Context: an optimization exercise on an open-source flow, tuned for small area, a short achievable clock period and few clock cycles per item. The choices shown serve that exercise and are no tape-out recipe. Where RTL was checked, it was by simulation tests only, not by an equivalence proof against the original. No functional check of the RTL was part of run 1. Power and IR drop assume default switching activity.

==> flow/design.v, too long to show whole: its modules and the start of the top module <==
// module dmme_fa: 10 lines
// module dmme_xnor: 7 lines
// module dmme_or: 7 lines
// module dmme_top: 1626 lines
module dmme_top (
    input  logic  clk_in,
    input  logic  rst,
    input  logic  req,
    output logic  ack,
    input  dmme_data_pkg::elem_t a00,
    input  dmme_data_pkg::elem_t a01,
    input  dmme_data_pkg::elem_t a10,
    input  dmme_data_pkg::elem_t a11,
    input  dmme_data_pkg::elem_t b00,
    input  dmme_data_pkg::elem_t b01,
    input  dmme_data_pkg::elem_t b10,
    input  dmme_data_pkg::elem_t b11,
    output dmme_data_pkg::acc_t  c00,
    output dmme_data_pkg::acc_t  c01,
    output dmme_data_pkg::acc_t  c10,
    output dmme_data_pkg::acc_t  c11
);
  // ...
==> flow/flow/run.sh <==
#!/bin/bash
# The standard layout (standard.sh), with two changes to how it is made:
#  - the resizer may swap a cell for one of another footprint
#    (MATCH_CELL_FOOTPRINT=0; the platform default keeps same-footprint swaps)
#  - the ports are buffered with plain buffers (buf_2) instead of the delay
#    cells buffer_ports picks by default
# If the routed layout then has an antenna violation, the layout is made
# again with the default port buffers.
set -u
try() {
  local tag=$1; shift
  rm -rf orfs out/final.def
  bash standard.sh "$@" finish > "standard_$tag.log" 2>&1
  [ -f out/final.def ] || return 1
  printf 'read_db orfs/results/sky130hd/dmme_top/base/6_final.odb\ncheck_antennas\n' > "ant_$tag.tcl"
  openroad -no_init -exit "ant_$tag.tcl" > "ant_$tag.log" 2>&1
  ! grep -q "Found [1-9][0-9]* net violations" "ant_$tag.log"
}
try buf MATCH_CELL_FOOTPRINT=0 "BUFFER_PORTS_ARGS=-buffer_cell sky130_fd_sc_hd__buf_2" ||
  try std MATCH_CELL_FOOTPRINT=0
==> flow/standard.sh <==
#!/bin/bash
# synth_recipe.tcl (not shown) runs the flow's synth.tcl, then flattens the netlist and writes it again
# the make line also repeats each setting of config.mk as NAME=value (left out here)
make -C /OpenROAD-flow-scripts/flow DESIGN_CONFIG=/design/flow/config.mk WORK_HOME=/design/flow/orfs CLKGATE_MAP_FILE= SYNTH_SCRIPT=/design/flow/synth_recipe.tcl "${@:-finish}"
==> flow/config.mk <==
export PLATFORM = sky130hd
export DESIGN_NAME = dmme_top
export DESIGN_NICKNAME = dmme_top
export VERILOG_FILES = /design/flow/design.v
export SDC_FILE = /design/flow/constraint.sdc
export NUM_CORES = 4
export LEC_CHECK = 0
export CAP_MARGIN = 20
export CORE_MARGIN = 2
export CORE_UTILIZATION = 60
export PLACE_DENSITY = 0.75
export SETUP_SLACK_MARGIN = 2.8
export SLEW_MARGIN = 20
export SYNTH_HIERARCHICAL = 1
export SYNTH_MINIMUM_KEEP_SIZE = 0
export TNS_END_PERCENT = 20
==> flow/constraint.sdc <==
create_clock -name core_clock -period 7.0 [get_ports {clk_in}]
set_input_delay 1.4000 -clock core_clock [delete_from_list [all_inputs] [get_ports {clk_in}]]
set_output_delay 1.4000 -clock core_clock [all_outputs]
set_load 0.01 [all_outputs]
==> summary.md, run 1 <==
| Metric | Value |
|---|---|
| Outcome | complete, no violations |
| FF+latch count | about 110 |
| Worst path top cell family by delay | adder cells |
| IO buf count | between 100 and 150 |
| Die width | around 170 µm |
| Detailed Route WL | ~38 mm |
| Fraction of area in multi-input gates | 75.6% |
| P_comb | ~4.4 mW |
| Core Util, Final | between 60 and 70% |
| Multi-input logic area | around 13000 µm² |
| Clk Tree Root Cell | clkbuf_16 |
| Commonest cells after routing, fill and taps aside | nand2_1 (520), fa_1 (386), buf_2 (118) |
| Met2 Wirelength | about 20 mm |
| Post-layout min period | roughly 4200 ps |
| Largest class | multi-input gates |
| Full die area | about 28000 µm² |
| Setup WS post-layout | 2780 ps |
| Vias in the first global route | approximately 13000 |
| Predominant post-synthesis flop cell | dfxtp_1 |
| Final Non-Filler Cells | between 1500 and 2000 |
| Largest family of logic cells by synthesized area | adder cells |
| Non-Clock Buffer Count | about 140 |
| Layout cell share with drive strength beyond 1 | approximately 14% |
| Crit path top cell by count | fa_2 |
| Peak supply drop | approximately 0.27 mV |
| Synth-to-Final Area Change | 6.97% |
| Synth top area share | 51.8% |
| Slowest CP cell | fa_2 |
| Area share of xor/xnor cells in the synthesized design | between 3 and 4% |
| Post-route clock period utilization | about three fifths |
| First-pass GRT wire length | between 60 and 70 mm |
| Met2 global-route usage | between 50% and 60% |
| Hold-fix buffers, CTS | 0 |
| DRC | 0 |
| Comb_multi_in | 1255 |
| Power Dens Cells | between 300 and 400 nW/µm² |
| Core Area | between 20000 and 30000 µm² |
| Final hold slack | 733 ps |
| Sink Count | 113 |
| Max incr delay on CP | 550 ps |
| Max clock buf depth | 2 |
| Global-route met1 utilization | 35.2% |
| Simple-Gate Fraction of Synth Area | between 10% and 20% |
| Via count | ~11000 |
| Fin area | roughly 17000 µm² |
==> run 2: changes to the inputs <==
--- a/flow/design.v
+++ b/flow/design.v
@@ -24,6 +24,15 @@
     assign s  = a ^ b ^ c;
     assign co = (a & b) | (a & c) | (b & c);
 endmodule
+module dmme_ha (
+    input  logic a,
+    input  logic b,
+    output logic s,
+    output logic co
+);
+    assign s  = a ^ b;
+    assign co = a & b;
+endmodule
 module dmme_xnor (
     input  logic a,
     input  logic b,
@@ -294,11 +303,13 @@
     dmme_fa u_t00_r3s (.a(t00_n186), .b(t00_n187), .c(t00_r2c), .s(t00_r3s), .co(t00_r3c));
     wire t00_r4s, t00_r4c;
     dmme_fa u_t00_r4s (.a(t00_n188), .b(t00_n189), .c(t00_r3c), .s(t00_r4s), .co(t00_r4c));
-    logic t00_n182_q, t00_n190_q, t00_n191_q, t00_n192_q, t00_n193_q, t00_n194_q, t00_n195_q, t00_n196_q, t00_n197_q, t00_n198_q, t00_n199_q, t00_n200_q, t00_n201_q, t00_n202_q, t00_n203_q, t00_n204_q, t00_n205_q, t00_n206_q, t00_n207_q, t00_n208_q, t00_n209_q, t00_n210_q, t00_lo0_q, t00_lo1_q, t00_lo2_q, t00_lo3_q, t00_lo4_q, t00_cy_q;
+    wire t00_r5s, t00_r5c;
+    dmme_fa u_t00_r5s (.a(t00_n190), .b(t00_n191), .c(t00_r4c), .s(t00_r5s), .co(t00_r5c));
+    wire t00_r6s, t00_r6c;
+    dmme_fa u_t00_r6s (.a(t00_n192), .b(t00_n193), .c(t00_r5c), .s(t00_r6s), .co(t00_r6c));
+    logic t00_n182_q, t00_n192_q, t00_n193_q, t00_n194_q, t00_n195_q, t00_n196_q, t00_n197_q, t00_n198_q, t00_n199_q, t00_n200_q, t00_n201_q, t00_n202_q, t00_n203_q, t00_n204_q, t00_n205_q, t00_n206_q, t00_n207_q, t00_n208_q, t00_n209_q, t00_n210_q, t00_lo0_q, t00_lo1_q, t00_lo2_q, t00_lo3_q, t00_lo4_q, t00_lo5_q, t00_cy_q;
     always_ff @(posedge clk_in) begin
         t00_n182_q <= t00_n182;
-        t00_n190_q <= t00_n190;
-        t00_n191_q <= t00_n191;
         t00_n192_q <= t00_n192;
         t00_n193_q <= t00_n193;
         t00_n194_q <= t00_n194;
@@ -323,34 +334,33 @@
         t00_lo2_q <= ~t00_r2s;
         t00_lo3_q <= ~t00_r3s;
         t00_lo4_q <= ~t00_r4s;
-        t00_cy_q <= t00_r4c;
+        t00_lo5_q <= ~t00_r5s;
+        t00_cy_q <= t00_r5c;
     end
-    wire [11:0] t00_hi_g0, t00_hi_p0;
-    assign t00_hi_p0[0] = t00_n190_q ^ t00_n191_q;
-    assign t00_hi_g0[0] = (t00_n190_q & t00_n191_q) | ((t00_n190_q ^ t00_n191_q) & t00_cy_q);
-    assign t00_hi_p0[1] = t00_n192_q ^ t00_n193_q;
-    assign t00_hi_g0[1] = t00_n192_q & t00_n193_q;
-    assign t00_hi_p0[2] = t00_n194_q ^ t00_n195_q;
-    assign t00_hi_g0[2] = t00_n194_q & t00_n195_q;
-    assign t00_hi_p0[3] = t00_n196_q ^ t00_n197_q;
-    assign t00_hi_g0[3] = t00_n196_q & t00_n197_q;
-    assign t00_hi_p0[4] = t00_n198_q ^ t00_n199_q;
-    assign t00_hi_g0[4] = t00_n198_q & t00_n199_q;
-    assign t00_hi_p0[5] = t00_n201_q ^ t00_n200_q;
-    assign t00_hi_g0[5] = t00_n201_q & t00_n200_q;
-    assign t00_hi_p0[6] = t00_n203_q ^ t00_n202_q;
-    assign t00_hi_g0[6] = t00_n203_q & t00_n202_q;
-    assign t00_hi_p0[7] = t00_n205_q ^ t00_n204_q;
-    assign t00_hi_g0[7] = t00_n205_q & t00_n204_q;
-    assign t00_hi_p0[8] = t00_n207_q ^ t00_n206_q;
-    assign t00_hi_g0[8] = t00_n207_q & t00_n206_q;
-    assign t00_hi_p0[9] = t00_n209_q ^ t00_n208_q;
-    assign t00_hi_g0[9] = t00_n209_q & t00_n208_q;
-    assign t00_hi_p0[10] = t00_n182_q ^ t00_n210_q;
-    assign t00_hi_g0[10] = t00_n182_q & t00_n210_q;
-    assign t00_hi_p0[11] = 1'b1 ^ 1'b1;
-    assign t00_hi_g0[11] = 1'b1 & 1'b1;
-    wire [11:0] t00_hi_g1, t00_hi_p1;
+    wire [10:0] t00_hi_g0, t00_hi_p0;
+    assign t00_hi_p0[0] = t00_n192_q ^ t00_n193_q;
+    assign t00_hi_g0[0] = (t00_n192_q & t00_n193_q) | ((t00_n192_q ^ t00_n193_q) & t00_cy_q);
+    assign t00_hi_p0[1] = t00_n194_q ^ t00_n195_q;
+    assign t00_hi_g0[1] = t00_n194_q & t00_n195_q;
+    assign t00_hi_p0[2] = t00_n196_q ^ t00_n197_q;
+    assign t00_hi_g0[2] = t00_n196_q & t00_n197_q;
+    assign t00_hi_p0[3] = t00_n198_q ^ t00_n199_q;
+    assign t00_hi_g0[3] = t00_n198_q & t00_n199_q;
+    assign t00_hi_p0[4] = t00_n201_q ^ t00_n200_q;
+    assign t00_hi_g0[4] = t00_n201_q & t00_n200_q;
+    assign t00_hi_p0[5] = t00_n203_q ^ t00_n202_q;
+    assign t00_hi_g0[5] = t00_n203_q & t00_n202_q;
+    assign t00_hi_p0[6] = t00_n205_q ^ t00_n204_q;
+    assign t00_hi_g0[6] = t00_n205_q & t00_n204_q;
+    assign t00_hi_p0[7] = t00_n207_q ^ t00_n206_q;
+    assign t00_hi_g0[7] = t00_n207_q & t00_n206_q;
+    assign t00_hi_p0[8] = t00_n209_q ^ t00_n208_q;
+    assign t00_hi_g0[8] = t00_n209_q & t00_n208_q;
+    assign t00_hi_p0[9] = t00_n182_q ^ t00_n210_q;
+    assign t00_hi_g0[9] = t00_n182_q & t00_n210_q;
+    assign t00_hi_p0[10] = 1'b1 ^ 1'b1;
+    assign t00_hi_g0[10] = 1'b1 & 1'b1;
+    wire [10:0] t00_hi_g1, t00_hi_p1;
     assign t00_hi_g1[0] = t00_hi_g0[0];
     assign t00_hi_p1[0] = t00_hi_p0[0];
     assign t00_hi_g1[1] = t00_hi_g0[1] | (t00_hi_p0[1] & t00_hi_g0[0]);
@@ -373,9 +383,7 @@
     assign t00_hi_p1[9] = t00_hi_p0[9] & t00_hi_p0[8];
     assign t00_hi_g1[10] = t00_hi_g0[10] | (t00_hi_p0[10] & t00_hi_g0[9]);
     assign t00_hi_p1[10] = t00_hi_p0[10] & t00_hi_p0[9];
-    assign t00_hi_g1[11] = t00_hi_g0[11] | (t00_hi_p0[11] & t00_hi_g0[10]);
-    assign t00_hi_p1[11] = t00_hi_p0[11] & t00_hi_p0[10];
-    wire [11:0] t00_hi_g2, t00_hi_p2;
+    wire [10:0] t00_hi_g2, t00_hi_p2;
     assign t00_hi_g2[0] = t00_hi_g1[0];
     assign t00_hi_p2[0] = t00_hi_p1[0];
     assign t00_hi_g2[1] = t00_hi_g1[1];
@@ -398,9 +406,7 @@
     assign t00_hi_p2[9] = t00_hi_p1[9] & t00_hi_p1[7];
     assign t00_hi_g2[10] = t00_hi_g1[10] | (t00_hi_p1[10] & t00_hi_g1[8]);
     assign t00_hi_p2[10] = t00_hi_p1[10] & t00_hi_p1[8];
-    assign t00_hi_g2[11] = t00_hi_g1[11] | (t00_hi_p1[11] & t00_hi_g1[9]);
-    assign t00_hi_p2[11] = t00_hi_p1[11] & t00_hi_p1[9];
-    wire [11:0] t00_hi_g3, t00_hi_p3;
+    wire [10:0] t00_hi_g3, t00_hi_p3;
     assign t00_hi_g3[0] = t00_hi_g2[0];
     assign t00_hi_p3[0] = t00_hi_p2[0];
     assign t00_hi_g3[1] = t00_hi_g2[1];
@@ -423,9 +429,7 @@
     assign t00_hi_p3[9] = t00_hi_p2[9] & t00_hi_p2[5];
     assign t00_hi_g3[10] = t00_hi_g2[10] | (t00_hi_p2[10] & t00_hi_g2[6]);
     assign t00_hi_p3[10] = t00_hi_p2[10] & t00_hi_p2[6];
-    assign t00_hi_g3[11] = t00_hi_g2[11] | (t00_hi_p2[11] & t00_hi_g2[7]);
-    assign t00_hi_p3[11] = t00_hi_p2[11] & t00_hi_p2[7];
-    wire [11:0] t00_hi_g4, t00_hi_p4;
+    wire [10:0] t00_hi_g4, t00_hi_p4;
     assign t00_hi_g4[0] = t00_hi_g3[0];
     assign t00_hi_p4[0] = t00_hi_p3[0];
     assign t00_hi_g4[1] = t00_hi_g3[1];
@@ -448,9 +452,7 @@
     assign t00_hi_p4[9] = t00_hi_p3[9] & t00_hi_p3[1];
     assign t00_hi_g4[10] = t00_hi_g3[10] | (t00_hi_p3[10] & t00_hi_g3[2]);
     assign t00_hi_p4[10] = t00_hi_p3[10] & t00_hi_p3[2];
-    assign t00_hi_g4[11] = t00_hi_g3[11] | (t00_hi_p3[11] & t00_hi_g3[3]);
-    assign t00_hi_p4[11] = t00_hi_p3[11] & t00_hi_p3[3];
-    wire [11:0] t00_hi;
+    wire [10:0] t00_hi;
     assign t00_hi[0] = ~(t00_hi_p0[0] ^ t00_cy_q);
     assign t00_hi[1] = ~(t00_hi_p0[1] ^ t00_hi_g4[0]);
     assign t00_hi[2] = ~(t00_hi_p0[2] ^ t00_hi_g4[1]);
@@ -462,8 +464,7 @@
     assign t00_hi[8] = ~(t00_hi_p0[8] ^ t00_hi_g4[7]);
     assign t00_hi[9] = ~(t00_hi_p0[9] ^ t00_hi_g4[8]);
     assign t00_hi[10] = ~(t00_hi_p0[10] ^ t00_hi_g4[9]);
-    assign t00_hi[11] = ~(t00_hi_p0[11] ^ t00_hi_g4[10]);
-    assign c00 = {1'b0, t00_hi[11], t00_hi[10], t00_hi[9], t00_hi[8], t00_hi[7], t00_hi[6], t00_hi[5], t00_hi[4], t00_hi[3], t00_hi[2], t00_hi[1], t00_hi[0], t00_lo4_q, t00_lo3_q, t00_lo2_q, t00_lo1_q, t00_lo0_q};
+    assign c00 = {1'b0, t00_hi[10], t00_hi[9], t00_hi[8], t00_hi[7], t00_hi[6], t00_hi[5], t00_hi[4], t00_hi[3], t00_hi[2], t00_hi[1], t00_hi[0], t00_lo5_q, t00_lo4_q, t00_lo3_q, t00_lo2_q, t00_lo1_q, t00_lo0_q};
     wire t01_n1, t01_n2;
     dmme_xnor u_t01_n1 (.a(~(a00[0] & b01[6])), .b(~(a00[1] & b01[5])), .y(t01_n1));
     dmme_or u_t01_n2 (.a(~(a00[0] & b01[6])), .b(~(a00[1] & b01[5])), .y(t01_n2));
@@ -694,11 +695,13 @@
     dmme_fa u_t01_r3s (.a(t01_n186), .b(t01_n187), .c(t01_r2c), .s(t01_r3s), .co(t01_r3c));
     wire t01_r4s, t01_r4c;
     dmme_fa u_t01_r4s (.a(t01_n188), .b(t01_n189), .c(t01_r3c), .s(t01_r4s), .co(t01_r4c));
-    logic t01_n182_q, t01_n190_q, t01_n191_q, t01_n192_q, t01_n193_q, t01_n194_q, t01_n195_q, t01_n196_q, t01_n197_q, t01_n198_q, t01_n199_q, t01_n200_q, t01_n201_q, t01_n202_q, t01_n203_q, t01_n204_q, t01_n205_q, t01_n206_q, t01_n207_q, t01_n208_q, t01_n209_q, t01_n210_q, t01_lo0_q, t01_lo1_q, t01_lo2_q, t01_lo3_q, t01_lo4_q, t01_cy_q;
+    wire t01_r5s, t01_r5c;
+    dmme_fa u_t01_r5s (.a(t01_n190), .b(t01_n191), .c(t01_r4c), .s(t01_r5s), .co(t01_r5c));
+    wire t01_r6s, t01_r6c;
+    dmme_fa u_t01_r6s (.a(t01_n192), .b(t01_n193), .c(t01_r5c), .s(t01_r6s), .co(t01_r6c));
+    logic t01_n182_q, t01_n192_q, t01_n193_q, t01_n194_q, t01_n195_q, t01_n196_q, t01_n197_q, t01_n198_q, t01_n199_q, t01_n200_q, t01_n201_q, t01_n202_q, t01_n203_q, t01_n204_q, t01_n205_q, t01_n206_q, t01_n207_q, t01_n208_q, t01_n209_q, t01_n210_q, t01_lo0_q, t01_lo1_q, t01_lo2_q, t01_lo3_q, t01_lo4_q, t01_lo5_q, t01_cy_q;
     always_ff @(posedge clk_in) begin
         t01_n182_q <= t01_n182;
-        t01_n190_q <= t01_n190;
-        t01_n191_q <= t01_n191;
         t01_n192_q <= t01_n192;
         t01_n193_q <= t01_n193;
         t01_n194_q <= t01_n194;
@@ -723,34 +726,33 @@
         t01_lo2_q <= ~t01_r2s;
         t01_lo3_q <= ~t01_r3s;
         t01_lo4_q <= ~t01_r4s;
-        t01_cy_q <= t01_r4c;
+        t01_lo5_q <= ~t01_r5s;
+        t01_cy_q <= t01_r5c;
     end
-    wire [11:0] t01_hi_g0, t01_hi_p0;
-    assign t01_hi_p0[0] = t01_n190_q ^ t01_n191_q;
-    assign t01_hi_g0[0] = (t01_n190_q & t01_n191_q) | ((t01_n190_q ^ t01_n191_q) & t01_cy_q);
-    assign t01_hi_p0[1] = t01_n192_q ^ t01_n193_q;
-    assign t01_hi_g0[1] = t01_n192_q & t01_n193_q;
-    assign t01_hi_p0[2] = t01_n194_q ^ t01_n195_q;
-    assign t01_hi_g0[2] = t01_n194_q & t01_n195_q;
-    assign t01_hi_p0[3] = t01_n196_q ^ t01_n197_q;
-    assign t01_hi_g0[3] = t01_n196_q & t01_n197_q;
-    assign t01_hi_p0[4] = t01_n198_q ^ t01_n199_q;
-    assign t01_hi_g0[4] = t01_n198_q & t01_n199_q;
-    assign t01_hi_p0[5] = t01_n201_q ^ t01_n200_q;
-    assign t01_hi_g0[5] = t01_n201_q & t01_n200_q;
-    assign t01_hi_p0[6] = t01_n203_q ^ t01_n202_q;
-    assign t01_hi_g0[6] = t01_n203_q & t01_n202_q;
-    assign t01_hi_p0[7] = t01_n205_q ^ t01_n204_q;
-    assign t01_hi_g0[7] = t01_n205_q & t01_n204_q;
-    assign t01_hi_p0[8] = t01_n207_q ^ t01_n206_q;
-    assign t01_hi_g0[8] = t01_n207_q & t01_n206_q;
-    assign t01_hi_p0[9] = t01_n209_q ^ t01_n208_q;
-    assign t01_hi_g0[9] = t01_n209_q & t01_n208_q;
-    assign t01_hi_p0[10] = t01_n182_q ^ t01_n210_q;
-    assign t01_hi_g0[10] = t01_n182_q & t01_n210_q;
-    assign t01_hi_p0[11] = 1'b1 ^ 1'b1;
-    assign t01_hi_g0[11] = 1'b1 & 1'b1;
-    wire [11:0] t01_hi_g1, t01_hi_p1;
+    wire [10:0] t01_hi_g0, t01_hi_p0;
+    assign t01_hi_p0[0] = t01_n192_q ^ t01_n193_q;
+    assign t01_hi_g0[0] = (t01_n192_q & t01_n193_q) | ((t01_n192_q ^ t01_n193_q) & t01_cy_q);
+    assign t01_hi_p0[1] = t01_n194_q ^ t01_n195_q;
+    assign t01_hi_g0[1] = t01_n194_q & t01_n195_q;
+    assign t01_hi_p0[2] = t01_n196_q ^ t01_n197_q;
+    assign t01_hi_g0[2] = t01_n196_q & t01_n197_q;
+    assign t01_hi_p0[3] = t01_n198_q ^ t01_n199_q;
+    assign t01_hi_g0[3] = t01_n198_q & t01_n199_q;
+    assign t01_hi_p0[4] = t01_n201_q ^ t01_n200_q;
+    assign t01_hi_g0[4] = t01_n201_q & t01_n200_q;
+    assign t01_hi_p0[5] = t01_n203_q ^ t01_n202_q;
+    assign t01_hi_g0[5] = t01_n203_q & t01_n202_q;
+    assign t01_hi_p0[6] = t01_n205_q ^ t01_n204_q;
+    assign t01_hi_g0[6] = t01_n205_q & t01_n204_q;
+    assign t01_hi_p0[7] = t01_n207_q ^ t01_n206_q;
+    assign t01_hi_g0[7] = t01_n207_q & t01_n206_q;
+    assign t01_hi_p0[8] = t01_n209_q ^ t01_n208_q;
+    assign t01_hi_g0[8] = t01_n209_q & t01_n208_q;
+    assign t01_hi_p0[9] = t01_n182_q ^ t01_n210_q;
+    assign t01_hi_g0[9] = t01_n182_q & t01_n210_q;
+    assign t01_hi_p0[10] = 1'b1 ^ 1'b1;
+    assign t01_hi_g0[10] = 1'b1 & 1'b1;
+    wire [10:0] t01_hi_g1, t01_hi_p1;
     assign t01_hi_g1[0] = t01_hi_g0[0];
     assign t01_hi_p1[0] = t01_hi_p0[0];
     assign t01_hi_g1[1] = t01_hi_g0[1] | (t01_hi_p0[1] & t01_hi_g0[0]);
@@ -773,9 +775,7 @@
     assign t01_hi_p1[9] = t01_hi_p0[9] & t01_hi_p0[8];
     assign t01_hi_g1[10] = t01_hi_g0[10] | (t01_hi_p0[10] & t01_hi_g0[9]);
     assign t01_hi_p1[10] = t01_hi_p0[10] & t01_hi_p0[9];
-    assign t01_hi_g1[11] = t01_hi_g0[11] | (t01_hi_p0[11] & t01_hi_g0[10]);
-    assign t01_hi_p1[11] = t01_hi_p0[11] & t01_hi_p0[10];
-    wire [11:0] t01_hi_g2, t01_hi_p2;
+    wire [10:0] t01_hi_g2, t01_hi_p2;
     assign t01_hi_g2[0] = t01_hi_g1[0];
     assign t01_hi_p2[0] = t01_hi_p1[0];
     assign t01_hi_g2[1] = t01_hi_g1[1];
@@ -798,9 +798,7 @@
     assign t01_hi_p2[9] = t01_hi_p1[9] & t01_hi_p1[7];
     assign t01_hi_g2[10] = t01_hi_g1[10] | (t01_hi_p1[10] & t01_hi_g1[8]);
     assign t01_hi_p2[10] = t01_hi_p1[10] & t01_hi_p1[8];
-    assign t01_hi_g2[11] = t01_hi_g1[11] | (t01_hi_p1[11] & t01_hi_g1[9]);
-    assign t01_hi_p2[11] = t01_hi_p1[11] & t01_hi_p1[9];
-    wire [11:0] t01_hi_g3, t01_hi_p3;
+    wire [10:0] t01_hi_g3, t01_hi_p3;
     assign t01_hi_g3[0] = t01_hi_g2[0];
     assign t01_hi_p3[0] = t01_hi_p2[0];
     assign t01_hi_g3[1] = t01_hi_g2[1];
@@ -823,9 +821,7 @@
     assign t01_hi_p3[9] = t01_hi_p2[9] & t01_hi_p2[5];
     assign t01_hi_g3[10] = t01_hi_g2[10] | (t01_hi_p2[10] & t01_hi_g2[6]);
     assign t01_hi_p3[10] = t01_hi_p2[10] & t01_hi_p2[6];
-    assign t01_hi_g3[11] = t01_hi_g2[11] | (t01_hi_p2[11] & t01_hi_g2[7]);
-    assign t01_hi_p3[11] = t01_hi_p2[11] & t01_hi_p2[7];
-    wire [11:0] t01_hi_g4, t01_hi_p4;
+    wire [10:0] t01_hi_g4, t01_hi_p4;
     assign t01_hi_g4[0] = t01_hi_g3[0];
     assign t01_hi_p4[0] = t01_hi_p3[0];
     assign t01_hi_g4[1] = t01_hi_g3[1];
@@ -848,9 +844,7 @@
     assign t01_hi_p4[9] = t01_hi_p3[9] & t01_hi_p3[1];
     assign t01_hi_g4[10] = t01_hi_g3[10] | (t01_hi_p3[10] & t01_hi_g3[2]);
     assign t01_hi_p4[10] = t01_hi_p3[10] & t01_hi_p3[2];
-    assign t01_hi_g4[11] = t01_hi_g3[11] | (t01_hi_p3[11] & t01_hi_g3[3]);
-    assign t01_hi_p4[11] = t01_hi_p3[11] & t01_hi_p3[3];
-    wire [11:0] t01_hi;
+    wire [10:0] t01_hi;
     assign t01_hi[0] = ~(t01_hi_p0[0] ^ t01_cy_q);
     assign t01_hi[1] = ~(t01_hi_p0[1] ^ t01_hi_g4[0]);
     assign t01_hi[2] = ~(t01_hi_p0[2] ^ t01_hi_g4[1]);
@@ -862,8 +856,7 @@
     assign t01_hi[8] = ~(t01_hi_p0[8] ^ t01_hi_g4[7]);
     assign t01_hi[9] = ~(t01_hi_p0[9] ^ t01_hi_g4[8]);
     assign t01_hi[10] = ~(t01_hi_p0[10] ^ t01_hi_g4[9]);
-    assign t01_hi[11] = ~(t01_hi_p0[11] ^ t01_hi_g4[10]);
-    assign c01 = {1'b0, t01_hi[11], t01_hi[10], t01_hi[9], t01_hi[8], t01_hi[7], t01_hi[6], t01_hi[5], t01_hi[4], t01_hi[3], t01_hi[2], t01_hi[1], t01_hi[0], t01_lo4_q, t01_lo3_q, t01_lo2_q, t01_lo1_q, t01_lo0_q};
+    assign c01 = {1'b0, t01_hi[10], t01_hi[9], t01_hi[8], t01_hi[7], t01_hi[6], t01_hi[5], t01_hi[4], t01_hi[3], t01_hi[2], t01_hi[1], t01_hi[0], t01_lo5_q, t01_lo4_q, t01_lo3_q, t01_lo2_q, t01_lo1_q, t01_lo0_q};
     wire t10_n1, t10_n2;
     dmme_xnor u_t10_n1 (.a(~(a10[0] & b00[6])), .b(~(a10[1] & b00[5])), .y(t10_n1));
     dmme_or u_t10_n2 (.a(~(a10[0] & b00[6])), .b(~(a10[1] & b00[5])), .y(t10_n2));
@@ -1094,11 +1087,13 @@
     dmme_fa u_t10_r3s (.a(t10_n186), .b(t10_n187), .c(t10_r2c), .s(t10_r3s), .co(t10_r3c));
     wire t10_r4s, t10_r4c;
     dmme_fa u_t10_r4s (.a(t10_n188), .b(t10_n189), .c(t10_r3c), .s(t10_r4s), .co(t10_r4c));
-    logic t10_n182_q, t10_n190_q, t10_n191_q, t10_n192_q, t10_n193_q, t10_n194_q, t10_n195_q, t10_n196_q, t10_n197_q, t10_n198_q, t10_n199_q, t10_n200_q, t10_n201_q, t10_n202_q, t10_n203_q, t10_n204_q, t10_n205_q, t10_n206_q, t10_n207_q, t10_n208_q, t10_n209_q, t10_n210_q, t10_lo0_q, t10_lo1_q, t10_lo2_q, t10_lo3_q, t10_lo4_q, t10_cy_q;
+    wire t10_r5s, t10_r5c;
+    dmme_fa u_t10_r5s (.a(t10_n190), .b(t10_n191), .c(t10_r4c), .s(t10_r5s), .co(t10_r5c));
+    wire t10_r6s, t10_r6c;
+    dmme_fa u_t10_r6s (.a(t10_n192), .b(t10_n193), .c(t10_r5c), .s(t10_r6s), .co(t10_r6c));
+    logic t10_n182_q, t10_n192_q, t10_n193_q, t10_n194_q, t10_n195_q, t10_n196_q, t10_n197_q, t10_n198_q, t10_n199_q, t10_n200_q, t10_n201_q, t10_n202_q, t10_n203_q, t10_n204_q, t10_n205_q, t10_n206_q, t10_n207_q, t10_n208_q, t10_n209_q, t10_n210_q, t10_lo0_q, t10_lo1_q, t10_lo2_q, t10_lo3_q, t10_lo4_q, t10_lo5_q, t10_cy_q;
     always_ff @(posedge clk_in) begin
         t10_n182_q <= t10_n182;
-        t10_n190_q <= t10_n190;
-        t10_n191_q <= t10_n191;
         t10_n192_q <= t10_n192;
         t10_n193_q <= t10_n193;
         t10_n194_q <= t10_n194;
@@ -1123,34 +1118,33 @@
         t10_lo2_q <= ~t10_r2s;
         t10_lo3_q <= ~t10_r3s;
         t10_lo4_q <= ~t10_r4s;
-        t10_cy_q <= t10_r4c;
+        t10_lo5_q <= ~t10_r5s;
+        t10_cy_q <= t10_r5c;
     end
-    wire [11:0] t10_hi_g0, t10_hi_p0;
-    assign t10_hi_p0[0] = t10_n190_q ^ t10_n191_q;
-    assign t10_hi_g0[0] = (t10_n190_q & t10_n191_q) | ((t10_n190_q ^ t10_n191_q) & t10_cy_q);
-    assign t10_hi_p0[1] = t10_n192_q ^ t10_n193_q;
-    assign t10_hi_g0[1] = t10_n192_q & t10_n193_q;
-    assign t10_hi_p0[2] = t10_n194_q ^ t10_n195_q;
-    assign t10_hi_g0[2] = t10_n194_q & t10_n195_q;
-    assign t10_hi_p0[3] = t10_n196_q ^ t10_n197_q;
-    assign t10_hi_g0[3] = t10_n196_q & t10_n197_q;
-    assign t10_hi_p0[4] = t10_n198_q ^ t10_n199_q;
-    assign t10_hi_g0[4] = t10_n198_q & t10_n199_q;
-    assign t10_hi_p0[5] = t10_n201_q ^ t10_n200_q;
-    assign t10_hi_g0[5] = t10_n201_q & t10_n200_q;
-    assign t10_hi_p0[6] = t10_n203_q ^ t10_n202_q;
-    assign t10_hi_g0[6] = t10_n203_q & t10_n202_q;
-    assign t10_hi_p0[7] = t10_n205_q ^ t10_n204_q;
-    assign t10_hi_g0[7] = t10_n205_q & t10_n204_q;
-    assign t10_hi_p0[8] = t10_n207_q ^ t10_n206_q;
-    assign t10_hi_g0[8] = t10_n207_q & t10_n206_q;
-    assign t10_hi_p0[9] = t10_n209_q ^ t10_n208_q;
-    assign t10_hi_g0[9] = t10_n209_q & t10_n208_q;
-    assign t10_hi_p0[10] = t10_n182_q ^ t10_n210_q;
-    assign t10_hi_g0[10] = t10_n182_q & t10_n210_q;
-    assign t10_hi_p0[11] = 1'b1 ^ 1'b1;
-    assign t10_hi_g0[11] = 1'b1 & 1'b1;
-    wire [11:0] t10_hi_g1, t10_hi_p1;
+    wire [10:0] t10_hi_g0, t10_hi_p0;
+    assign t10_hi_p0[0] = t10_n192_q ^ t10_n193_q;
+    assign t10_hi_g0[0] = (t10_n192_q & t10_n193_q) | ((t10_n192_q ^ t10_n193_q) & t10_cy_q);
+    assign t10_hi_p0[1] = t10_n194_q ^ t10_n195_q;
+    assign t10_hi_g0[1] = t10_n194_q & t10_n195_q;
+    assign t10_hi_p0[2] = t10_n196_q ^ t10_n197_q;
+    assign t10_hi_g0[2] = t10_n196_q & t10_n197_q;
+    assign t10_hi_p0[3] = t10_n198_q ^ t10_n199_q;
+    assign t10_hi_g0[3] = t10_n198_q & t10_n199_q;
+    assign t10_hi_p0[4] = t10_n201_q ^ t10_n200_q;
+    assign t10_hi_g0[4] = t10_n201_q & t10_n200_q;
+    assign t10_hi_p0[5] = t10_n203_q ^ t10_n202_q;
+    assign t10_hi_g0[5] = t10_n203_q & t10_n202_q;
+    assign t10_hi_p0[6] = t10_n205_q ^ t10_n204_q;
+    assign t10_hi_g0[6] = t10_n205_q & t10_n204_q;
+    assign t10_hi_p0[7] = t10_n207_q ^ t10_n206_q;
+    assign t10_hi_g0[7] = t10_n207_q & t10_n206_q;
+    assign t10_hi_p0[8] = t10_n209_q ^ t10_n208_q;
+    assign t10_hi_g0[8] = t10_n209_q & t10_n208_q;
+    assign t10_hi_p0[9] = t10_n182_q ^ t10_n210_q;
+    assign t10_hi_g0[9] = t10_n182_q & t10_n210_q;
+    assign t10_hi_p0[10] = 1'b1 ^ 1'b1;
+    assign t10_hi_g0[10] = 1'b1 & 1'b1;
+    wire [10:0] t10_hi_g1, t10_hi_p1;
     assign t10_hi_g1[0] = t10_hi_g0[0];
     assign t10_hi_p1[0] = t10_hi_p0[0];
     assign t10_hi_g1[1] = t10_hi_g0[1] | (t10_hi_p0[1] & t10_hi_g0[0]);
@@ -1173,9 +1167,7 @@
     assign t10_hi_p1[9] = t10_hi_p0[9] & t10_hi_p0[8];
     assign t10_hi_g1[10] = t10_hi_g0[10] | (t10_hi_p0[10] & t10_hi_g0[9]);
     assign t10_hi_p1[10] = t10_hi_p0[10] & t10_hi_p0[9];
-    assign t10_hi_g1[11] = t10_hi_g0[11] | (t10_hi_p0[11] & t10_hi_g0[10]);
-    assign t10_hi_p1[11] = t10_hi_p0[11] & t10_hi_p0[10];
-    wire [11:0] t10_hi_g2, t10_hi_p2;
+    wire [10:0] t10_hi_g2, t10_hi_p2;
     assign t10_hi_g2[0] = t10_hi_g1[0];
     assign t10_hi_p2[0] = t10_hi_p1[0];
     assign t10_hi_g2[1] = t10_hi_g1[1];
@@ -1198,9 +1190,7 @@
     assign t10_hi_p2[9] = t10_hi_p1[9] & t10_hi_p1[7];
     assign t10_hi_g2[10] = t10_hi_g1[10] | (t10_hi_p1[10] & t10_hi_g1[8]);
     assign t10_hi_p2[10] = t10_hi_p1[10] & t10_hi_p1[8];
-    assign t10_hi_g2[11] = t10_hi_g1[11] | (t10_hi_p1[11] & t10_hi_g1[9]);
-    assign t10_hi_p2[11] = t10_hi_p1[11] & t10_hi_p1[9];
-    wire [11:0] t10_hi_g3, t10_hi_p3;
+    wire [10:0] t10_hi_g3, t10_hi_p3;
     assign t10_hi_g3[0] = t10_hi_g2[0];
     assign t10_hi_p3[0] = t10_hi_p2[0];
     assign t10_hi_g3[1] = t10_hi_g2[1];
@@ -1223,9 +1213,7 @@
     assign t10_hi_p3[9] = t10_hi_p2[9] & t10_hi_p2[5];
     assign t10_hi_g3[10] = t10_hi_g2[10] | (t10_hi_p2[10] & t10_hi_g2[6]);
     assign t10_hi_p3[10] = t10_hi_p2[10] & t10_hi_p2[6];
-    assign t10_hi_g3[11] = t10_hi_g2[11] | (t10_hi_p2[11] & t10_hi_g2[7]);
-    assign t10_hi_p3[11] = t10_hi_p2[11] & t10_hi_p2[7];
-    wire [11:0] t10_hi_g4, t10_hi_p4;
+    wire [10:0] t10_hi_g4, t10_hi_p4;
     assign t10_hi_g4[0] = t10_hi_g3[0];
     assign t10_hi_p4[0] = t10_hi_p3[0];
     assign t10_hi_g4[1] = t10_hi_g3[1];
@@ -1248,9 +1236,7 @@
     assign t10_hi_p4[9] = t10_hi_p3[9] & t10_hi_p3[1];
     assign t10_hi_g4[10] = t10_hi_g3[10] | (t10_hi_p3[10] & t10_hi_g3[2]);
     assign t10_hi_p4[10] = t10_hi_p3[10] & t10_hi_p3[2];
-    assign t10_hi_g4[11] = t10_hi_g3[11] | (t10_hi_p3[11] & t10_hi_g3[3]);
-    assign t10_hi_p4[11] = t10_hi_p3[11] & t10_hi_p3[3];
-    wire [11:0] t10_hi;
+    wire [10:0] t10_hi;
     assign t10_hi[0] = ~(t10_hi_p0[0] ^ t10_cy_q);
     assign t10_hi[1] = ~(t10_hi_p0[1] ^ t10_hi_g4[0]);
     assign t10_hi[2] = ~(t10_hi_p0[2] ^ t10_hi_g4[1]);
@@ -1262,8 +1248,7 @@
     assign t10_hi[8] = ~(t10_hi_p0[8] ^ t10_hi_g4[7]);
     assign t10_hi[9] = ~(t10_hi_p0[9] ^ t10_hi_g4[8]);
     assign t10_hi[10] = ~(t10_hi_p0[10] ^ t10_hi_g4[9]);
-    assign t10_hi[11] = ~(t10_hi_p0[11] ^ t10_hi_g4[10]);
-    assign c10 = {1'b0, t10_hi[11], t10_hi[10], t10_hi[9], t10_hi[8], t10_hi[7], t10_hi[6], t10_hi[5], t10_hi[4], t10_hi[3], t10_hi[2], t10_hi[1], t10_hi[0], t10_lo4_q, t10_lo3_q, t10_lo2_q, t10_lo1_q, t10_lo0_q};
+    assign c10 = {1'b0, t10_hi[10], t10_hi[9], t10_hi[8], t10_hi[7], t10_hi[6], t10_hi[5], t10_hi[4], t10_hi[3], t10_hi[2], t10_hi[1], t10_hi[0], t10_lo5_q, t10_lo4_q, t10_lo3_q, t10_lo2_q, t10_lo1_q, t10_lo0_q};
     wire t11_n1, t11_n2;
     dmme_xnor u_t11_n1 (.a(~(a10[0] & b01[6])), .b(~(a10[1] & b01[5])), .y(t11_n1));
     dmme_or u_t11_n2 (.a(~(a10[0] & b01[6])), .b(~(a10[1] & b01[5])), .y(t11_n2));
@@ -1494,11 +1479,13 @@
     dmme_fa u_t11_r3s (.a(t11_n186), .b(t11_n187), .c(t11_r2c), .s(t11_r3s), .co(t11_r3c));
     wire t11_r4s, t11_r4c;
     dmme_fa u_t11_r4s (.a(t11_n188), .b(t11_n189), .c(t11_r3c), .s(t11_r4s), .co(t11_r4c));
-    logic t11_n182_q, t11_n190_q, t11_n191_q, t11_n192_q, t11_n193_q, t11_n194_q, t11_n195_q, t11_n196_q, t11_n197_q, t11_n198_q, t11_n199_q, t11_n200_q, t11_n201_q, t11_n202_q, t11_n203_q, t11_n204_q, t11_n205_q, t11_n206_q, t11_n207_q, t11_n208_q, t11_n209_q, t11_n210_q, t11_lo0_q, t11_lo1_q, t11_lo2_q, t11_lo3_q, t11_lo4_q, t11_cy_q;
+    wire t11_r5s, t11_r5c;
+    dmme_fa u_t11_r5s (.a(t11_n190), .b(t11_n191), .c(t11_r4c), .s(t11_r5s), .co(t11_r5c));
+    wire t11_r6s, t11_r6c;
+    dmme_fa u_t11_r6s (.a(t11_n192), .b(t11_n193), .c(t11_r5c), .s(t11_r6s), .co(t11_r6c));
+    logic t11_n182_q, t11_n192_q, t11_n193_q, t11_n194_q, t11_n195_q, t11_n196_q, t11_n197_q, t11_n198_q, t11_n199_q, t11_n200_q, t11_n201_q, t11_n202_q, t11_n203_q, t11_n204_q, t11_n205_q, t11_n206_q, t11_n207_q, t11_n208_q, t11_n209_q, t11_n210_q, t11_lo0_q, t11_lo1_q, t11_lo2_q, t11_lo3_q, t11_lo4_q, t11_lo5_q, t11_cy_q;
     always_ff @(posedge clk_in) begin
         t11_n182_q <= t11_n182;
-        t11_n190_q <= t11_n190;
-        t11_n191_q <= t11_n191;
         t11_n192_q <= t11_n192;
         t11_n193_q <= t11_n193;
         t11_n194_q <= t11_n194;
@@ -1523,34 +1510,33 @@
         t11_lo2_q <= ~t11_r2s;
         t11_lo3_q <= ~t11_r3s;
         t11_lo4_q <= ~t11_r4s;
-        t11_cy_q <= t11_r4c;
+        t11_lo5_q <= ~t11_r5s;
+        t11_cy_q <= t11_r5c;
     end
-    wire [11:0] t11_hi_g0, t11_hi_p0;
-    assign t11_hi_p0[0] = t11_n190_q ^ t11_n191_q;
-    assign t11_hi_g0[0] = (t11_n190_q & t11_n191_q) | ((t11_n190_q ^ t11_n191_q) & t11_cy_q);
-    assign t11_hi_p0[1] = t11_n192_q ^ t11_n193_q;
-    assign t11_hi_g0[1] = t11_n192_q & t11_n193_q;
-    assign t11_hi_p0[2] = t11_n194_q ^ t11_n195_q;
-    assign t11_hi_g0[2] = t11_n194_q & t11_n195_q;
-    assign t11_hi_p0[3] = t11_n196_q ^ t11_n197_q;
-    assign t11_hi_g0[3] = t11_n196_q & t11_n197_q;
-    assign t11_hi_p0[4] = t11_n198_q ^ t11_n199_q;
-    assign t11_hi_g0[4] = t11_n198_q & t11_n199_q;
-    assign t11_hi_p0[5] = t11_n201_q ^ t11_n200_q;
-    assign t11_hi_g0[5] = t11_n201_q & t11_n200_q;
-    assign t11_hi_p0[6] = t11_n203_q ^ t11_n202_q;
-    assign t11_hi_g0[6] = t11_n203_q & t11_n202_q;
-    assign t11_hi_p0[7] = t11_n205_q ^ t11_n204_q;
-    assign t11_hi_g0[7] = t11_n205_q & t11_n204_q;
-    assign t11_hi_p0[8] = t11_n207_q ^ t11_n206_q;
-    assign t11_hi_g0[8] = t11_n207_q & t11_n206_q;
-    assign t11_hi_p0[9] = t11_n209_q ^ t11_n208_q;
-    assign t11_hi_g0[9] = t11_n209_q & t11_n208_q;
-    assign t11_hi_p0[10] = t11_n182_q ^ t11_n210_q;
-    assign t11_hi_g0[10] = t11_n182_q & t11_n210_q;
-    assign t11_hi_p0[11] = 1'b1 ^ 1'b1;
-    assign t11_hi_g0[11] = 1'b1 & 1'b1;
-    wire [11:0] t11_hi_g1, t11_hi_p1;
+    wire [10:0] t11_hi_g0, t11_hi_p0;
+    assign t11_hi_p0[0] = t11_n192_q ^ t11_n193_q;
+    assign t11_hi_g0[0] = (t11_n192_q & t11_n193_q) | ((t11_n192_q ^ t11_n193_q) & t11_cy_q);
+    assign t11_hi_p0[1] = t11_n194_q ^ t11_n195_q;
+    assign t11_hi_g0[1] = t11_n194_q & t11_n195_q;
+    assign t11_hi_p0[2] = t11_n196_q ^ t11_n197_q;
+    assign t11_hi_g0[2] = t11_n196_q & t11_n197_q;
+    assign t11_hi_p0[3] = t11_n198_q ^ t11_n199_q;
+    assign t11_hi_g0[3] = t11_n198_q & t11_n199_q;
+    assign t11_hi_p0[4] = t11_n201_q ^ t11_n200_q;
+    assign t11_hi_g0[4] = t11_n201_q & t11_n200_q;
+    assign t11_hi_p0[5] = t11_n203_q ^ t11_n202_q;
+    assign t11_hi_g0[5] = t11_n203_q & t11_n202_q;
+    assign t11_hi_p0[6] = t11_n205_q ^ t11_n204_q;
+    assign t11_hi_g0[6] = t11_n205_q & t11_n204_q;
+    assign t11_hi_p0[7] = t11_n207_q ^ t11_n206_q;
+    assign t11_hi_g0[7] = t11_n207_q & t11_n206_q;
+    assign t11_hi_p0[8] = t11_n209_q ^ t11_n208_q;
+    assign t11_hi_g0[8] = t11_n209_q & t11_n208_q;
+    assign t11_hi_p0[9] = t11_n182_q ^ t11_n210_q;
+    assign t11_hi_g0[9] = t11_n182_q & t11_n210_q;
+    assign t11_hi_p0[10] = 1'b1 ^ 1'b1;
+    assign t11_hi_g0[10] = 1'b1 & 1'b1;
+    wire [10:0] t11_hi_g1, t11_hi_p1;
     assign t11_hi_g1[0] = t11_hi_g0[0];
     assign t11_hi_p1[0] = t11_hi_p0[0];
     assign t11_hi_g1[1] = t11_hi_g0[1] | (t11_hi_p0[1] & t11_hi_g0[0]);
@@ -1573,9 +1559,7 @@
     assign t11_hi_p1[9] = t11_hi_p0[9] & t11_hi_p0[8];
     assign t11_hi_g1[10] = t11_hi_g0[10] | (t11_hi_p0[10] & t11_hi_g0[9]);
     assign t11_hi_p1[10] = t11_hi_p0[10] & t11_hi_p0[9];
-    assign t11_hi_g1[11] = t11_hi_g0[11] | (t11_hi_p0[11] & t11_hi_g0[10]);
-    assign t11_hi_p1[11] = t11_hi_p0[11] & t11_hi_p0[10];
-    wire [11:0] t11_hi_g2, t11_hi_p2;
+    wire [10:0] t11_hi_g2, t11_hi_p2;
     assign t11_hi_g2[0] = t11_hi_g1[0];
     assign t11_hi_p2[0] = t11_hi_p1[0];
     assign t11_hi_g2[1] = t11_hi_g1[1];
@@ -1598,9 +1582,7 @@
     assign t11_hi_p2[9] = t11_hi_p1[9] & t11_hi_p1[7];
     assign t11_hi_g2[10] = t11_hi_g1[10] | (t11_hi_p1[10] & t11_hi_g1[8]);
     assign t11_hi_p2[10] = t11_hi_p1[10] & t11_hi_p1[8];
-    assign t11_hi_g2[11] = t11_hi_g1[11] | (t11_hi_p1[11] & t11_hi_g1[9]);
-    assign t11_hi_p2[11] = t11_hi_p1[11] & t11_hi_p1[9];
-    wire [11:0] t11_hi_g3, t11_hi_p3;
+    wire [10:0] t11_hi_g3, t11_hi_p3;
     assign t11_hi_g3[0] = t11_hi_g2[0];
     assign t11_hi_p3[0] = t11_hi_p2[0];
     assign t11_hi_g3[1] = t11_hi_g2[1];
@@ -1623,9 +1605,7 @@
     assign t11_hi_p3[9] = t11_hi_p2[9] & t11_hi_p2[5];
     assign t11_hi_g3[10] = t11_hi_g2[10] | (t11_hi_p2[10] & t11_hi_g2[6]);
     assign t11_hi_p3[10] = t11_hi_p2[10] & t11_hi_p2[6];
-    assign t11_hi_g3[11] = t11_hi_g2[11] | (t11_hi_p2[11] & t11_hi_g2[7]);
-    assign t11_hi_p3[11] = t11_hi_p2[11] & t11_hi_p2[7];
-    wire [11:0] t11_hi_g4, t11_hi_p4;
+    wire [10:0] t11_hi_g4, t11_hi_p4;
     assign t11_hi_g4[0] = t11_hi_g3[0];
     assign t11_hi_p4[0] = t11_hi_p3[0];
     assign t11_hi_g4[1] = t11_hi_g3[1];
@@ -1648,9 +1628,7 @@
     assign t11_hi_p4[9] = t11_hi_p3[9] & t11_hi_p3[1];
     assign t11_hi_g4[10] = t11_hi_g3[10] | (t11_hi_p3[10] & t11_hi_g3[2]);
     assign t11_hi_p4[10] = t11_hi_p3[10] & t11_hi_p3[2];
-    assign t11_hi_g4[11] = t11_hi_g3[11] | (t11_hi_p3[11] & t11_hi_g3[3]);
-    assign t11_hi_p4[11] = t11_hi_p3[11] & t11_hi_p3[3];
-    wire [11:0] t11_hi;
+    wire [10:0] t11_hi;
     assign t11_hi[0] = ~(t11_hi_p0[0] ^ t11_cy_q);
     assign t11_hi[1] = ~(t11_hi_p0[1] ^ t11_hi_g4[0]);
     assign t11_hi[2] = ~(t11_hi_p0[2] ^ t11_hi_g4[1]);
@@ -1662,6 +1640,5 @@
     assign t11_hi[8] = ~(t11_hi_p0[8] ^ t11_hi_g4[7]);
     assign t11_hi[9] = ~(t11_hi_p0[9] ^ t11_hi_g4[8]);
     assign t11_hi[10] = ~(t11_hi_p0[10] ^ t11_hi_g4[9]);
-    assign t11_hi[11] = ~(t11_hi_p0[11] ^ t11_hi_g4[10]);
-    assign c11 = {1'b0, t11_hi[11], t11_hi[10], t11_hi[9], t11_hi[8], t11_hi[7], t11_hi[6], t11_hi[5], t11_hi[4], t11_hi[3], t11_hi[2], t11_hi[1], t11_hi[0], t11_lo4_q, t11_lo3_q, t11_lo2_q, t11_lo1_q, t11_lo0_q};
+    assign c11 = {1'b0, t11_hi[10], t11_hi[9], t11_hi[8], t11_hi[7], t11_hi[6], t11_hi[5], t11_hi[4], t11_hi[3], t11_hi[2], t11_hi[1], t11_hi[0], t11_lo5_q, t11_lo4_q, t11_lo3_q, t11_lo2_q, t11_lo1_q, t11_lo0_q};
 endmodule
--- a/flow/config.mk
+++ b/flow/config.mk
@@ -9,8 +9,7 @@
 export CORE_MARGIN = 2
 export CORE_UTILIZATION = 60
 export PLACE_DENSITY = 0.75
-export SETUP_SLACK_MARGIN = 2.8
+export SETUP_SLACK_MARGIN = 2.6
 export SLEW_MARGIN = 20
 export SYNTH_HIERARCHICAL = 1
 export SYNTH_MINIMUM_KEEP_SIZE = 0
-export TNS_END_PERCENT = 20
==> run 2 against run 1 <==
Critical endpoint is now t10_lo5_q. Highest routed layer unchanged. Combinational power is 7.1% lower. Critical path depth up 1. Setup slack worse by 130 ps. Die area fell by 2.9%.
==> summary.md, run 2 <==
| Metric | Value |
|---|---|
| Core Util, Final | 64.4% (was 65.1%) |
| Count leader, synth | nand2_1 (unchanged) |
| Mux cell area share after synthesis | 0% (was 0.190%) |
| Seq cells post-synth | 109 (was 113) |
| Area leader, netlist | fa_1 (unchanged) |
| Reg clk slew, reported paths | 80 ps (was 60 ps) |
| Outcome | complete, no violations (unchanged) |
| Proportion of power drawn by the clock network | 11.1% (was 13.6%) |
| Die Y | 164 µm (was 166 µm) |
| Post-DRT Antenna Nets | 0 (unchanged) |
| Peak supply drop | 0.349 mV (was 0.275 mV) |
| Sink Count | 109 (was 113) |
| I/O pin count | 140 (unchanged) |
| DRC | 0 (unchanged) |
| Dpl ws | 2250 ps (was 2190 ps) |
| Switch Pwr | 2.60 mW (was 2.86 mW) |
| CTS tree | yes (unchanged) |
| Final #Nets | 2009 (was 2077) |
| Sequential share of power | 18.3% (was 17.0%) |
| Crit path DAT | 4610 ps (was 4520 ps) |
| WP data required | 7270 ps (was 7310 ps) |
| Mapped cell area | 15300 µm² (was 15800 µm²) |
| Detailed Route WL | 36.7 mm (was 38.0 mm) |
| Die width | 164 µm (was 166 µm) |
| Simple-Gate Fraction of Synth Area | 16.0% (was 16.5%) |
| Post-synth EDFFs | 0 (unchanged) |
| Layout cell share with drive strength beyond 1 | 12.3% (was 13.9%) |
| Vias in the first global route | 12116 (was 12585) |
| Core Area | 25100 µm² (was 25900 µm²) |
| Setup_tns | 0 ps (unchanged) |
| Clk Tree Root Cell | clkbuf_16 (unchanged) |
| Combinational Power Share | 70.7% (was 69.4%) |
| First-pass iteration count of the detailed router | 6 (was 8) |
| Startpoint types | input port (unchanged) |
| Final hold violation count | 0 (unchanged) |
| Initial antenna violation count | 2 (was 3) |
| Leading cell type in the layout, fill and taps excluded | nand2_1 (unchanged) |
| Gp weighted congestion | 0.870 (was 0.855) |
| Cell Area, Placed | 15800 µm² (was 16300 µm²) |
| Leakage | 6.03 nW (was 6.32 nW) |
| First-pass GRT wire length | 60.1 mm (was 62.2 mm) |
| Synth top area share | 53.9% (was 51.8%) |
| RSZ-0062 raised after global routing | false (was true) |
| Starting Density | 61.0% (was 60.9%) |
| Mean post-synth cell area | 10.2 µm² (was 10.1 µm²) |
| Post-synthesis adder-cell area fraction | 56.8% (was 54.9%) |
| PnR Total Power | 5.75 mW (was 6.30 mW) |
| Fmax | 230 MHz (was 237 MHz) |
| Max clock buf depth | 2 (unchanged) |
| Slowest CP cell | fa_1 (was fa_2) |
| Max incr delay on CP | 520 ps (was 550 ps) |
| Htree depth | 3 (was 4) |
| Worst setup EP type | register (unchanged) |
| DP Cell Count | 1813 (was 1878) |
| Largest net degree at the start of global routing | 18 (was 17) |
| DP Wirelength | 27.8 mm (was 28.6 mm) |
| GR Overflow Total | 0 (unchanged) |
| Cells taking the most area after synthesis | fa_1 (54%), dfxtp_1 (14%), nand2_1 (13%) (was fa_1 (52%), dfxtp_1 (14%), nand2_1 (13%)) |
| Final hold slack | 794 ps (was 733 ps) |
| Commonest cells after routing, fill and taps aside | nand2_1 (510), fa_1 (390), buf_2 (120) (was nand2_1 (520), fa_1 (386), buf_2 (118)) |
| Compound-Gate Fraction of Synth Area | 3.28% (was 4.70%) |
| Syn Inst Count | 1505 (was 1565) |
| Predominant post-synthesis flop cell | dfxtp_1 (unchanged) |
| Cts bufs inserted | 9 (was 17) |
| Critical-path cell list | buf_2 -> nand2_1 -> fa_1 -> fa_1 -> fa_1 -> fa_2 -> fa_1 -> fa_1 -> inv_1 (was buf_2 -> nand2_1 -> fa_2 -> fa_2 -> fa_2 -> fa_2 -> fa_2 -> fa_1) |
| Post-synth top cells | nand2_1 (514), fa_1 (412), clkbuf_1 (132) (was nand2_1 (531), fa_1 (408), clkbuf_1 (128)) |
| IO buf count | 135 (unchanged) |
| Via count | 11003 (was 11429) |
| Final Non-Filler Cells | 1830 (was 1912) |
| Full die area | 26800 µm² (was 27600 µm²) |
| Power Dens Cells | 355 nW/µm² (was 373 nW/µm²) |
| Seq/Total Area, Yosys | 14.3% (was 14.4%) |
| Final setup vio count | 0 (unchanged) |
| Critical path class | input port to register (unchanged) |
| Max cap viols | 0 (unchanged) |
| Fin area | 16200 µm² (was 16900 µm²) |
| Post-route clock period utilization | 62.1% (was 60.2%) |
| Gr usage total | 29.4% (was 28.7%) |
| Library cells used by synthesis | 34 (was 54) |
| Post-CTS sizing | 0 (was 6) |
| Crit path top cell by count | fa_1 (was fa_2) |
| Post-layout min period | 4350 ps (was 4220 ps) |
| Avg Vias per Cell | 6.01 (was 5.98) |
| Crit-path max FO | 16 (unchanged) |
| Pins Over Slew Limit | 0 (unchanged) |
| Sw Share | 45.2% (was 45.5%) |
| Iter 0 DRT Violations | 1033 (was 1025) |
| Ys async rst share | 0.917% (was 0.885%) |
| Cell Rows | 58 (was 59) |
| Post-CTS Setup Bufs | 0 (unchanged) |
| Setup WS post-layout | 2650 ps (was 2780 ps) |
| Post-DR wirelength/cell | 20.0 µm (was 19.9 µm) |
| Largest family of logic cells by synthesized area | adder cells (unchanged) |
| Synth-to-Final Area Change | 5.63% (was 6.97%) |
| Hold-fix buffers, CTS | 0 (unchanged) |
| Area share of xor/xnor cells in the synthesized design | 3.89% (was 3.72%) |
| Min-Delay Path Class | input port to async pin (unchanged) |
| Int Pwr | 3.15 mW (was 3.44 mW) |
| Synth Warn # | 7 (unchanged) |
## run 2: changes by cell type in the layout (fill, tap and decap cells not counted), sizes merged, moves of 5 or more
cell    delta
a211o      -6
a21oi     -11
and3       +5
clkbuf    -10
inv        +6
nand2     -17
nand2b     -6
nor2       +6
nor3      -12
o21ai     -10
## run 2: cell families (layout without fill, tap and decap cells)
logic type / after synthesis / after routing
AND/OR/NAND/NOR: 606 / 606
AO/OA/AOI/OAI: 68 / 68
other: 1 / 5
XOR/XNOR: 68 / 68
adder cells (fa/ha/maj): 448 / 448
flip-flops: 109 / 109
buffers and inverters: 205 / 196
## run 2: layer usage
layer	vias to the layer above	share of wire (%)	routed length [µm]	GRT usage, %
met5	-	0	0	0
met3	143	9.0	3290	5.25
li1	4498	-	-	-
met2	698	51	18800	50.3
met1	5664	35	12800	36.3
met4	0	4.9	1800	14.3
## run 2: layout make-up
type | count | area (µm²)
Antenna cell | 1 | 2.50
Clock buffer | 10 | 229
Clock inverter | 6 | 134
Fill cell | 2034 | 8930
Inverter | 45 | 169
Multi-Input combinational cell | 1194 | 12300
Sequential cell | 109 | 2190
Tap cell | 330 | 413
Timing Repair Buffer | 135 | 713
## run 2: final timing paths
path	start	to	slack, ps	depth (start not counted)
worst max-delay path	a11[0]	t10_lo5_q	2650	9
worst min-delay path	rst	ack	790	1
max in group asynchronous	rst	ack	6120	1
min in group core_clock	req	ack	1140	1
## run 2: critical path: cells and delay by family
kind          cells  cell delay [ps]
fa+ha+maj         6             2730
buf+inv           2              330
simple gates      1              140
## run 2: modules after synthesis, one instance, submodules excluded
module	cells	copies in the design	cell area, µm²
dmme_top	1021	1	6630
dmme_xnor	1	40	8.76
dmme_fa	1	404	20.0
dmme_or	1	40	6.26
## run 2: power groups by stage
| stage | registers (mW) | clock network, mW | logic (mW) |
|---|---|---|---|
| 6_report | 1.05 | 0.636 | 4.06 |
| 5_1_grt | 1.08 | 0.672 | 4.65 |
| 4_1_cts | 1.06 | 0.652 | 4.12 |
| 3_5_place_dp | 1.07 | 0 | 4.09 |
| 3_3_place_gp | 1.06 | 0 | 3.96 |
| 2_1_floorplan | 1.04 | 0 | 3.00 |
Testbench counts of run 2, summed over its fixed seeds: cycles 3,200, jobs 1,600.
==> run 3: changes to the inputs <==
--- a/flow/config.mk
+++ b/flow/config.mk
@@ -9,7 +9,7 @@
 export CORE_MARGIN = 2
 export CORE_UTILIZATION = 60
 export PLACE_DENSITY = 0.75
-export SETUP_SLACK_MARGIN = 2.6
+export SETUP_SLACK_MARGIN = 3.0
 export SLEW_MARGIN = 20
 export SYNTH_HIERARCHICAL = 1
 export SYNTH_MINIMUM_KEEP_SIZE = 0
==> run 3 against run 2 <==
Critical path depth is the same. Power up 5.1%. First-iteration DRC count increased by 25%. Sequential power is essentially flat. Via count grew 4.0%. Core utilization rose by 8.1 points. Synthesized cell count unchanged. Clock-buffer cell count is 1 higher. Design area up 13%. Maximum frequency up 5.8%. Largest cell class unchanged. Highest routed layer unchanged.
==> summary.md, run 3 <==
| Metric | Value |
|---|---|
| WP data required | 7270 ps (about the same) |
| Mean post-synth cell area | 10.2 µm² (unchanged) |
| Startpoint types | input port (unchanged) |
| Leading cell type in the layout, fill and taps excluded | nand2_1 (unchanged) |
| GR Overflow Total | 0 (unchanged) |
| Core Area | 25100 µm² (unchanged) |
| First-pass GRT wire length | 62.7 mm (was 60.1 mm) |
| I/O pin count | 140 (unchanged) |
| Crit-path max FO | 16 (unchanged) |
| Largest family of logic cells by synthesized area | adder cells (unchanged) |
| Largest net degree at the start of global routing | 20 (was 18) |
| Setup_tns | 0 ps (unchanged) |
| Final hold violation count | 0 (unchanged) |
| Ys async rst share | 0.917% (unchanged) |
| Detailed Route WL | 41.3 mm (was 36.7 mm) |
| Fmax | 243 MHz (was 230 MHz) |
| Post-DRT Antenna Nets | 0 (unchanged) |
| Post-route clock period utilization | 58.7% (was 62.1%) |
| Initial antenna violation count | 0 (was 2) |
| Synth Warn # | 7 (unchanged) |
| Full die area | 26800 µm² (unchanged) |
| Multi-input logic area | 12900 µm² (was 12300 µm²) |
| Worst setup EP type | register (unchanged) |
| Layout cell share with drive strength beyond 1 | 28.3% (was 12.3%) |
| Reg clk slew, reported paths | 80 ps (about the same) |
| Peak supply drop | 0.350 mV (was 0.349 mV) |
| Vias in the first global route | 12279 (was 12116) |
| Sink Count | 109 (unchanged) |
| Leakage | 6.81 nW (was 6.03 nW) |
| PnR Total Power | 6.04 mW (was 5.75 mW) |
| Post-synth top cells | nand2_1 (514), fa_1 (412), clkbuf_1 (132) (unchanged) |
| First-pass iteration count of the detailed router | 8 (was 6) |
| Outcome | complete, no violations (unchanged) |
| IO buf count | 135 (unchanged) |
| Mapped cell area | 15300 µm² (unchanged) |
| Final #Nets | 2084 (was 2009) |
| Post-synth EDFFs | 0 (unchanged) |
| Storage element area | 2190 µm² (unchanged) |
| Cts bufs inserted | 9 (unchanged) |
| Mux cell area share after synthesis | 0% (unchanged) |
| Clk Tree Root Cell | clkbuf_16 (unchanged) |
| Predominant post-synthesis flop cell | dfxtp_1 (unchanged) |
| DP Wirelength | 28.3 mm (was 27.8 mm) |
| Htree depth | 3 (unchanged) |
| Cell Rows | 58 (unchanged) |
| Filler Cell Count | 1675 (was 2034) |
| Seq cells post-synth | 109 (unchanged) |
| Starting Density | 61.0% (unchanged) |
| Seq/Total Area, Yosys | 14.3% (unchanged) |
| Area share of xor/xnor cells in the synthesized design | 3.89% (unchanged) |
| RSZ-0062 raised after global routing | true (was false) |
| Max cap viols | 0 (unchanged) |
| Via count | 11441 (was 11003) |
| Final hold slack | 798 ps (was 794 ps) |
| Area leader, netlist | fa_1 (unchanged) |
| Synth top area share | 53.9% (unchanged) |
| Cells taking the most area after synthesis | fa_1 (54%), dfxtp_1 (14%), nand2_1 (13%) (unchanged) |
| Min-Delay Path Class | input port to async pin (unchanged) |
| Synth-to-Final Area Change | 19.0% (was 5.63%) |
| Iter 0 DRT Violations | 1288 (was 1033) |
| Critical path class | input port to register (unchanged) |
| Crit path DAT | 4370 ps (was 4610 ps) |
| Pins Over Slew Limit | 0 (unchanged) |
| Max clock buf depth | 2 (unchanged) |
| Commonest cells after routing, fill and taps aside | nand2_1 (445), fa_1 (277), fa_2 (135) (was nand2_1 (510), fa_1 (390), buf_2 (120)) |
| Gr usage total | 31.0% (was 29.4%) |
| Count leader, synth | nand2_1 (unchanged) |
| Die width | 164 µm (unchanged) |
| Syn Inst Count | 1505 (unchanged) |
| Post-layout min period | 4110 ps (was 4350 ps) |
| Gp weighted congestion | 0.886 (was 0.870) |
| Post-synthesis adder-cell area fraction | 56.8% (unchanged) |
| Final setup vio count | 0 (unchanged) |
| DRC | 0 (unchanged) |
| CTS tree | yes (unchanged) |
| Hold-fix buffers, CTS | 0 (unchanged) |
| Diodes inserted | 0 (was 1) |
| Avg Vias per Cell | 6.01 (about the same) |
| Simple-Gate Fraction of Synth Area | 16.0% (unchanged) |
| Library cells used by synthesis | 34 (unchanged) |
| Die Y | 164 µm (unchanged) |
| Compound-Gate Fraction of Synth Area | 3.28% (unchanged) |
| Post-DR wirelength/cell | 21.7 µm (was 20.0 µm) |
| Power Dens Cells | 331 nW/µm² (was 355 nW/µm²) |
run 3: metrics by stage:
stage	instances	util, %	area (µm²)	worst slack [ps]
2_1_floorplan	1508	-	16800	2540
3_3_place_gp	1813	64.6	16200	2280
3_5_place_dp	1813	64.6	16200	2180
4_1_cts	1846	69.2	17400	2910
5_1_grt	1904	72.5	18200	2850
6_report	1904	72.5	18200	2890
run 3: worst max-delay path, cell delays in order:
cell	delay, ps
buf_12	130
nand2_2	60
fa_1	560
fa_1	440
fa_1	510
fa_2	370
fa_2	360
fa_1	490
inv_1	40
run 3: layer usage:
metal  up-vias  track usage [%]  wire [µm]
li1       4659                -          -
met1      5794             38.6      14400
met2       801             52.2      20800
met3       187             6.34       3870
met4         0             14.9       2290
met5         -                0          0
run 3: how the worst max path moves through the flow:
| stage | slack, ps | end | startpoint |
|---|---|---|---|
| floorplan | 2540 | t01_lo5_q | a01[1] |
| global placement | 2280 | t10_lo5_q | a10[3] |
| detailed placement | 2180 | t11_lo5_q | a10[3] |
| CTS | 2910 | t00_n199_q | a00[0] |
| global route | 2850 | t01_lo5_q | b01[1] |
| finish | 2890 | t11_lo5_q | a11[1] |
run 3: report_power, final:
part	leakage (nW)	switching [mW]	internal, mW
Clock	0.153	0.266	0.294
Sequential	0.920	0.109	0.944
Combinational	5.74	2.38	2.04
Total	6.81	2.76	3.28
run 3: final cells by class:
class                   instances  share of cell area (%)
clock buffers                  11                    1.33
clock inverters                 5                   0.371
inverters                      45                   0.927
multi-input cells            1194                    70.9
flip-flops and latches        109                    12.0
well taps                     330                    2.27
repair buffers                210                    12.2
run 3: modules after synthesis (local to each module, per instance):
module | times used | cells | cell area, µm²
dmme_or | 40 | 1 | 6.26
dmme_xnor | 40 | 1 | 8.76
dmme_fa | 404 | 1 | 20.0
dmme_top | 1 | 1021 | 6630
run 3: cell families (layout without fill, tap and decap cells):
kind of cell,count (synthesis),count (layout)
other,1,4
AND/OR/NAND/NOR,606,606
AO/OA/AOI/OAI,68,68
XOR/XNOR,68,68
flip-flops,109,109
buffers and inverters,205,271
adder cells (fa/ha/maj),448,448
run 3: timing repair:
item	in CTS	in global routing
pin swaps	16	22
endpoints found under the setup margin	52	26
gates resized for setup	240	77
buffers inserted	16	51
gates cloned	1	7

==> static timing again, ports no longer ideal <==
The results above use ideal ports. As a check the final layouts listed here were re-extracted and re-timed, cells and wires unchanged. Step 1: set_driving_cell puts a clkbuf_16 on clk_in and a buf_2 on each other input, an assumption about the parent block. Step 2 also shifts input and output timing later by t, the mid clock arrival at the registers, as if the neighbouring blocks saw the same clock. Slacks: no drivers / after step 1 / after step 2; pairs: no drivers / after step 1.
| run | t (ns) | setup WS [ns] | worst setup path at the end |
|---|---|---|---|
| run 1 | 0.475 | 2.783 / 2.762 / 2.287 | input to register |
| run 2 | 0.405 | 2.654 / 2.675 / 2.270 | input to register |
| run 3 | 0.413 | 2.893 / 2.820 / 2.407 | input to register |
After both steps setup and hold are still met in every run listed. For run 1, which loses most, drivers alone change the setup slack by -0.021 ns; drivers and shift together by -0.496 ns.
